This is an optimization exercise on Yosys and OpenROAD, whose aim is small area and a short achievable clock period, not a production implementation. Function was checked by simulation only, so behaviour that the tests miss may differ from the original. Power is estimated from default activity; no workload was simulated.

==> flow/design.v (excerpt) <==
module router_nport #(
    parameter int NPORT  = 8,
    parameter int ADDR_W = $clog2(NPORT)
) (
    input  logic             clk,
    input  logic             reset_n,
    input  logic [NPORT-1:0] din,
    input  logic [NPORT-1:0] frame_n,
    input  logic [NPORT-1:0] valid_n,
    output logic [NPORT-1:0] busy_n,
    output logic [NPORT-1:0] dout,
    output logic [NPORT-1:0] valido_n,
    output logic [NPORT-1:0] frameo_n
);
clock: 10.0 ns
lec_check: 0
abc_area: 0
cap_margin: 20
core_margin: 2
core_utilization: 30
place_density: 0.45
slew_margin: 20
standard.sh (not shown) runs the stock make flow with config.mk's settings and CLKGATE_MAP_FILE= SYNTH_SCRIPT=/design/flow/synth_recipe.tcl, a recipe that flattens the netlist after the stock synthesis.
==> flow/flow/run.sh <==
#!/bin/bash
# Own layout flow: the standard synthesis and layout, with small port
# buffers and repair_timing aiming for a larger setup margin (the SDC is
# unchanged).
set -euo pipefail
bash standard.sh synth > synth.log 2>&1
export BUFFER_PORTS_ARGS="-buffer_cell sky130_fd_sc_hd__buf_2"
export SETUP_SLACK_MARGIN=7.0
bash standard.sh finish > layout.log 2>&1
Next try:
--- a/flow/flow/run.sh
+++ b/flow/flow/run.sh
@@ -8 +8 @@
-export SETUP_SLACK_MARGIN=7.0
+export SETUP_SLACK_MARGIN=6.6
--- a/flow/config.mk
+++ b/flow/config.mk
@@ -8 +8 @@
-export ABC_AREA = 0
+export ABC_AREA = 1
Effect: Non-clock buffer count went down by 127. Synthesized area went down by about 6%. Wire length went down by about 4.3%.
Next try:
--- a/flow/flow/run.sh
+++ b/flow/flow/run.sh
@@ -8 +8 @@
-export SETUP_SLACK_MARGIN=6.6
+export SETUP_SLACK_MARGIN=7.3
Final area rose by about 18%.
Via count rose by 3.5%.
Cell count rose by 3.4%.
Global-route usage rose by 0.18 points.
Utilization rose by 6.2 points.
Critical path depth fell by 3.
Area after synthesis does not change.
Power rose by about 14%.

the baseline:
The RTL this note starts from:
==> flow/design.v <==
module router_nport #(
    parameter int NPORT  = 8,
    parameter int ADDR_W = $clog2(NPORT)
) (
    input  logic             clk,
    input  logic             reset_n,
    input  logic [NPORT-1:0] din,
    input  logic [NPORT-1:0] frame_n,
    input  logic [NPORT-1:0] valid_n,
    output logic [NPORT-1:0] busy_n,
    output logic [NPORT-1:0] dout,
    output logic [NPORT-1:0] valido_n,
    output logic [NPORT-1:0] frameo_n
);
    localparam int N = 8;
    localparam int W = 3;
    logic [W:0]   r_sr    [N];
    logic [N-1:0] w_inArb;
    logic [W-1:0] w_addr  [N];
    logic [N-1:0] r_ov;
    logic [W-1:0] r_ptr   [N];
    logic [N-1:0] r_dout, r_valido, r_frameo;
    logic [N-1:0] w_arb;
    logic [N-1:0] w_req   [N];    
    logic [N-1:0] w_st    [N];    
    logic [N-1:0] w_gnt   [N];    
    logic [N-1:0] w_granted;
    logic [W-1:0] w_pnext [N];
    logic [N-1:0] w_any;
    logic [N-1:0] w_dsel, w_vsel, w_fsel;
    always_comb begin
        for (int i = 0; i < N; i++) begin
            w_inArb[i]  = r_sr[i][0];
            w_addr[i] = r_sr[i][W:1];
        end
    end
    assign w_arb = w_inArb;
    always_comb begin
        for (int d = 0; d < N; d++)
            for (int i = 0; i < N; i++) begin
                w_req[d][i] = w_arb[i] && (w_addr[i] == d);
                w_st[d][i]  = (r_ptr[d] == i);
            end
    end
    function automatic logic [N-1:0] prefixOr(input logic [N-1:0] x);
        logic [N-1:0] p1, p2, p4;
        p1 = x  | {x[N-2:0], 1'b0};
        p2 = p1 | {p1[N-3:0], 2'b0};
        p4 = p2 | {p2[N-5:0], 4'b0};
        prefixOr = {p4[N-2:0], 1'b0};
    endfunction
    always_comb begin
        w_granted = '0;
        for (int d = 0; d < N; d++) begin
            logic [N-1:0] above, hi, x;
            above = prefixOr(w_st[d]) | w_st[d];    
            hi    = w_req[d] & above;
            x     = (hi != '0) ? hi : w_req[d];
            w_gnt[d] = x & ~prefixOr(x) & {N{!r_ov[d]}};
            w_any[d] = (w_req[d] != '0);
            w_pnext[d] = '0;    
            for (int i = 0; i < N; i++)
                if (w_gnt[d][i]) w_pnext[d] = w_pnext[d] | W'((i + 1) % N);
            w_granted = w_granted | w_gnt[d];
        end
    end
    always_comb begin
        for (int d = 0; d < N; d++) begin
            w_dsel[d] = 1'b0;
            w_vsel[d] = 1'b0;
            w_fsel[d] = 1'b0;
            for (int i = 0; i < N; i++) begin
                w_dsel[d] = w_dsel[d] | (w_st[d][(i + 1) % N] & din[i]);
                w_vsel[d] = w_vsel[d] | (w_st[d][(i + 1) % N] & valid_n[i]);
                w_fsel[d] = w_fsel[d] | (w_st[d][(i + 1) % N] & frame_n[i]);
            end
        end
    end
    always_ff @(posedge clk or negedge reset_n) begin
        if (!reset_n) begin
            for (int i = 0; i < N; i++) r_sr[i] <= '0;
        end else begin
            for (int i = 0; i < N; i++) begin
                if (r_sr[i][0]) begin
                    if (w_granted[i]) r_sr[i] <= '0;           
                end else if (frame_n[i]) begin
                    r_sr[i] <= 4'b1000;                        
                end else if (r_sr[i] != '0) begin
                    r_sr[i] <= {din[i], r_sr[i][W:1]};         
                end
            end
        end
    end
    always_ff @(posedge clk or negedge reset_n) begin
        if (!reset_n) begin
            r_ov       <= '0;
            r_dout     <= '0;
            r_valido   <= '0;
            r_frameo   <= '0;
            for (int d = 0; d < N; d++) r_ptr[d] <= '0;
        end else begin
            for (int d = 0; d < N; d++) begin
                if (r_ov[d]) begin
                    r_dout[d]     <= !w_vsel[d] && w_dsel[d];
                    r_valido[d]   <= !w_vsel[d];
                    r_frameo[d]   <= !w_fsel[d];
                    r_ov[d]       <= !w_fsel[d];
                end else begin
                    r_dout[d]     <= 1'b0;
                    r_valido[d]   <= 1'b0;
                    r_frameo[d]   <= 1'b0;
                    if (w_any[d]) begin
                        r_ov[d]  <= 1'b1;
                        r_ptr[d] <= w_pnext[d];
                    end
                end
            end
        end
    end
    assign busy_n   = ~w_inArb;
    assign dout     = r_dout;
    assign valido_n = ~r_valido;
    assign frameo_n = ~r_frameo;
endmodule
clock: 10.0 ns
lec_check: 0
abc_area: 1
cap_margin: 20
core_margin: 2
core_utilization: 30
place_density: 0.45
slew_margin: 20
==> flow/flow/run.sh <==
#!/bin/bash
# Own layout flow: the standard synthesis and layout, with small port
# buffers and repair_timing aiming for a larger setup margin (the SDC is
# unchanged).
set -euo pipefail
bash standard.sh synth > synth.log 2>&1
export BUFFER_PORTS_ARGS="-buffer_cell sky130_fd_sc_hd__buf_2"
export SETUP_SLACK_MARGIN=6.85
bash standard.sh finish > layout.log 2>&1
#### Input delta (the candidate over the baseline)
==> flow/flow/run.sh <==
#!/bin/bash
# Own layout flow:
#  1. the standard synthesis (standard.sh synth);
#  2. the gates between the flip-flops re-mapped with an area-oriented ABC
#     script (flow/resynth.sh, flow/abc.script); flip-flops untouched;
#  3. the standard layout from that netlist, with small port buffers and
#     repair_timing aiming for a larger setup margin (the SDC is unchanged).
set -euo pipefail
work=$(pwd)
res=$work/orfs/results/sky130hd/router_nport/base
logs=$work/orfs/logs/sky130hd/router_nport/base
obj=$work/orfs/objects/sky130hd/router_nport/base
bash standard.sh synth > synth.log 2>&1
bash flow/resynth.sh "$res" "$logs" "$obj" "$work/flow/abc.script" > resynth_run.log 2>&1
mv "$res/1_2_yosys_new.v" "$res/1_2_yosys.v"
rm -f "$res/1_synth.odb" "$res/1_synth.sdc"
export BUFFER_PORTS_ARGS="-buffer_cell sky130_fd_sc_hd__buf_2"
export SETUP_SLACK_MARGIN=7.0
bash standard.sh finish > layout.log 2>&1
==> flow/flow/abc.script (new file) <==
strash
dch
map -D 2000 -a
topo
buffer -c
upsize -c
dnsize -c
==> flow/flow/resynth.sh (new file) <==
#!/bin/bash
# Re-map the combinational logic of the standard synthesis netlist with a
# different ABC script. Flip-flops are kept as they are (same instances,
# names and cell types); only the gates between them are rebuilt.
# usage: resynth.sh RESULTS_DIR LOG_DIR OBJECTS_DIR ABC_SCRIPT
set -euo pipefail
res=$1; logs=$2; obj=$3; scr=$4
lib=$FLOW_HOME/platforms/sky130hd/lib/sky130_fd_sc_hd__tt_025C_1v80.lib
yosys_bin=$(command -v yosys || echo "$FLOW_HOME/../tools/install/yosys/bin/yosys")

# every -dont_use argument of the standard synthesis' abc call
dont_use=$(grep -m1 '^abc ' "$logs/1_2_yosys.log" | grep -o -- '-dont_use [^ ]*' | tr '\n' ' ')
cp "$res/1_2_yosys.v" "$res/1_2_yosys_std.v"
cat > resynth.ys <<Y
read_liberty -overwrite -ignore_miss_func -setattr liberty_cell $lib
read_verilog $res/1_2_yosys_std.v
hierarchy -top $FLOW_TOP
setattr -mod -set keep_hierarchy 1 sky130_fd_sc_hd__df*
setattr -mod -set keep_hierarchy 1 sky130_fd_sc_hd__edf*
setattr -mod -set keep_hierarchy 1 sky130_fd_sc_hd__conb*
flatten
opt_clean
techmap
opt -fast
abc -script $scr -liberty $lib $dont_use -constr $obj/abc.constr
opt_clean -purge
hilomap -singleton -hicell sky130_fd_sc_hd__conb_1 HI -locell sky130_fd_sc_hd__conb_1 LO
splitnets
opt_clean -purge
stat -liberty $lib
select $FLOW_TOP
write_verilog -noattr -noexpr -nohex -nodec -selected $res/1_2_yosys_new.v
Y
"$yosys_bin" -l resynth.log resynth.ys > /dev/null
## What came out
| register-to-register path setup slack | the candidate vs the baseline | worse |
Setup WNS the baseline -> the candidate: better
A cell at the slowest stage of the critical path of dfrtp_1 is what the candidate shows, while inv_1 belongs to the baseline.
The candidate — first-pass GRT wire length about 9% lower, the baseline as reference
A top routing layer in use of met5 is what the candidate shows, while met4 belongs to the baseline.
Taking the baseline as the reference point, the total power of the candidate rises by about 7%.
The candidate: placed cell count 217 below the baseline
Going from the baseline to the candidate, area after synthesis shrinks by 9.0%.
Compared with the baseline, the candidate supports a higher clock frequency.

Starts from the design.v that is shown in full above.
clock: 10.0 ns
lec_check: 0
abc_area: 1
cap_margin: 20
core_margin: 2
core_utilization: 30
cts_buf_list: sky130_fd_sc_hd__clkbuf_8
place_density: 0.45
slew_margin: 20
==> flow/flow/run.sh <==
#!/bin/bash
# Own layout flow: the standard synthesis and layout, with small port
# buffers and repair_timing aiming for a larger setup margin (the SDC is
# unchanged).
set -euo pipefail
bash standard.sh synth > synth.log 2>&1
export BUFFER_PORTS_ARGS="-buffer_cell sky130_fd_sc_hd__buf_2"
export SETUP_SLACK_MARGIN=7.0
bash standard.sh finish > layout.log 2>&1
The first run finished with timing, DRC and antenna clean.
Rerun with:
--- a/flow/flow/run.sh
+++ b/flow/flow/run.sh
@@ -5,5 +5,5 @@
 set -euo pipefail
 bash standard.sh synth > synth.log 2>&1
-export BUFFER_PORTS_ARGS="-buffer_cell sky130_fd_sc_hd__buf_2"
+export BUFFER_PORTS_ARGS="-buffer_cell sky130_fd_sc_hd__buf_1"
 export SETUP_SLACK_MARGIN=7.0
 bash standard.sh finish > layout.log 2>&1
CTS_BUF_LIST = default   (was sky130_fd_sc_hd__clkbuf_8)
The changed run ran to the end with no violations.
Maximum frequency goes up slightly.
Die area does not change.
Worst setup slack gains 0.046 ns.
Sequential cell count stays the same.
Core utilization goes up by 0.30 points.
Area after synthesis is unchanged.
Hold slack loses 0.024 ns.
Clock power goes up by about a fifth.
Design area goes up slightly.
Wire length goes down by a few percent.
Count of clock-buffer cells in the layout goes up by 1.

## what the ideal ports hide
The flow's constraints put no driver on any port. The routed layouts listed below were extracted and timed again, unchanged, in two steps.
Step 1 assumes that a clkbuf_16 drives the clock port and a buf_2 every other input.
Step 2, shift: input delay + t, output delay - t, t = (earliest + latest rising clock arrival at the registers) / 2. This alone moves slack from input paths to output paths.
Three values: ideal ports, drivers, drivers and shift; two values: the first two.
| run | t, ns | setup WS [ns] | worst setup path after step 2 | latest minus earliest clock arrival (ns) | cell pins on the clock port's net |
|---|---|---|---|---|---|
| the first run of note 1 | 0.415 | 6.926 / 6.873 / 6.637 | input to register | 0.017 / 0.018 | 1 |
| the second run of note 1 | 0.410 | 6.625 / 6.649 / 6.239 | input to register | 0.008 / 0.008 | 1 |
| the third run of note 1 | 0.404 | 7.035 / 6.986 / 6.697 | input to register | 0.009 / 0.010 | 1 |
| the baseline | 0.412 | 6.878 / 6.842 / 6.498 | input to register | 0.008 / 0.008 | 1 |
| the candidate | 0.404 | 6.914 / 6.914 / 6.621 | input to register | 0.009 / 0.009 | 1 |
| the first run of note 3 | 0.446 | 6.950 / 6.901 / 6.544 | input to register | 0.018 / 0.018 | 1 |
| the second run of note 3 | 0.413 | 6.996 / 6.965 / 6.601 | input to register | 0.011 / 0.011 | 1 |
After both steps every run listed still meets setup and hold. The setup slack of the first run of note 3, which loses most, moves by -0.049 ns with the drivers and by -0.406 ns with both steps.
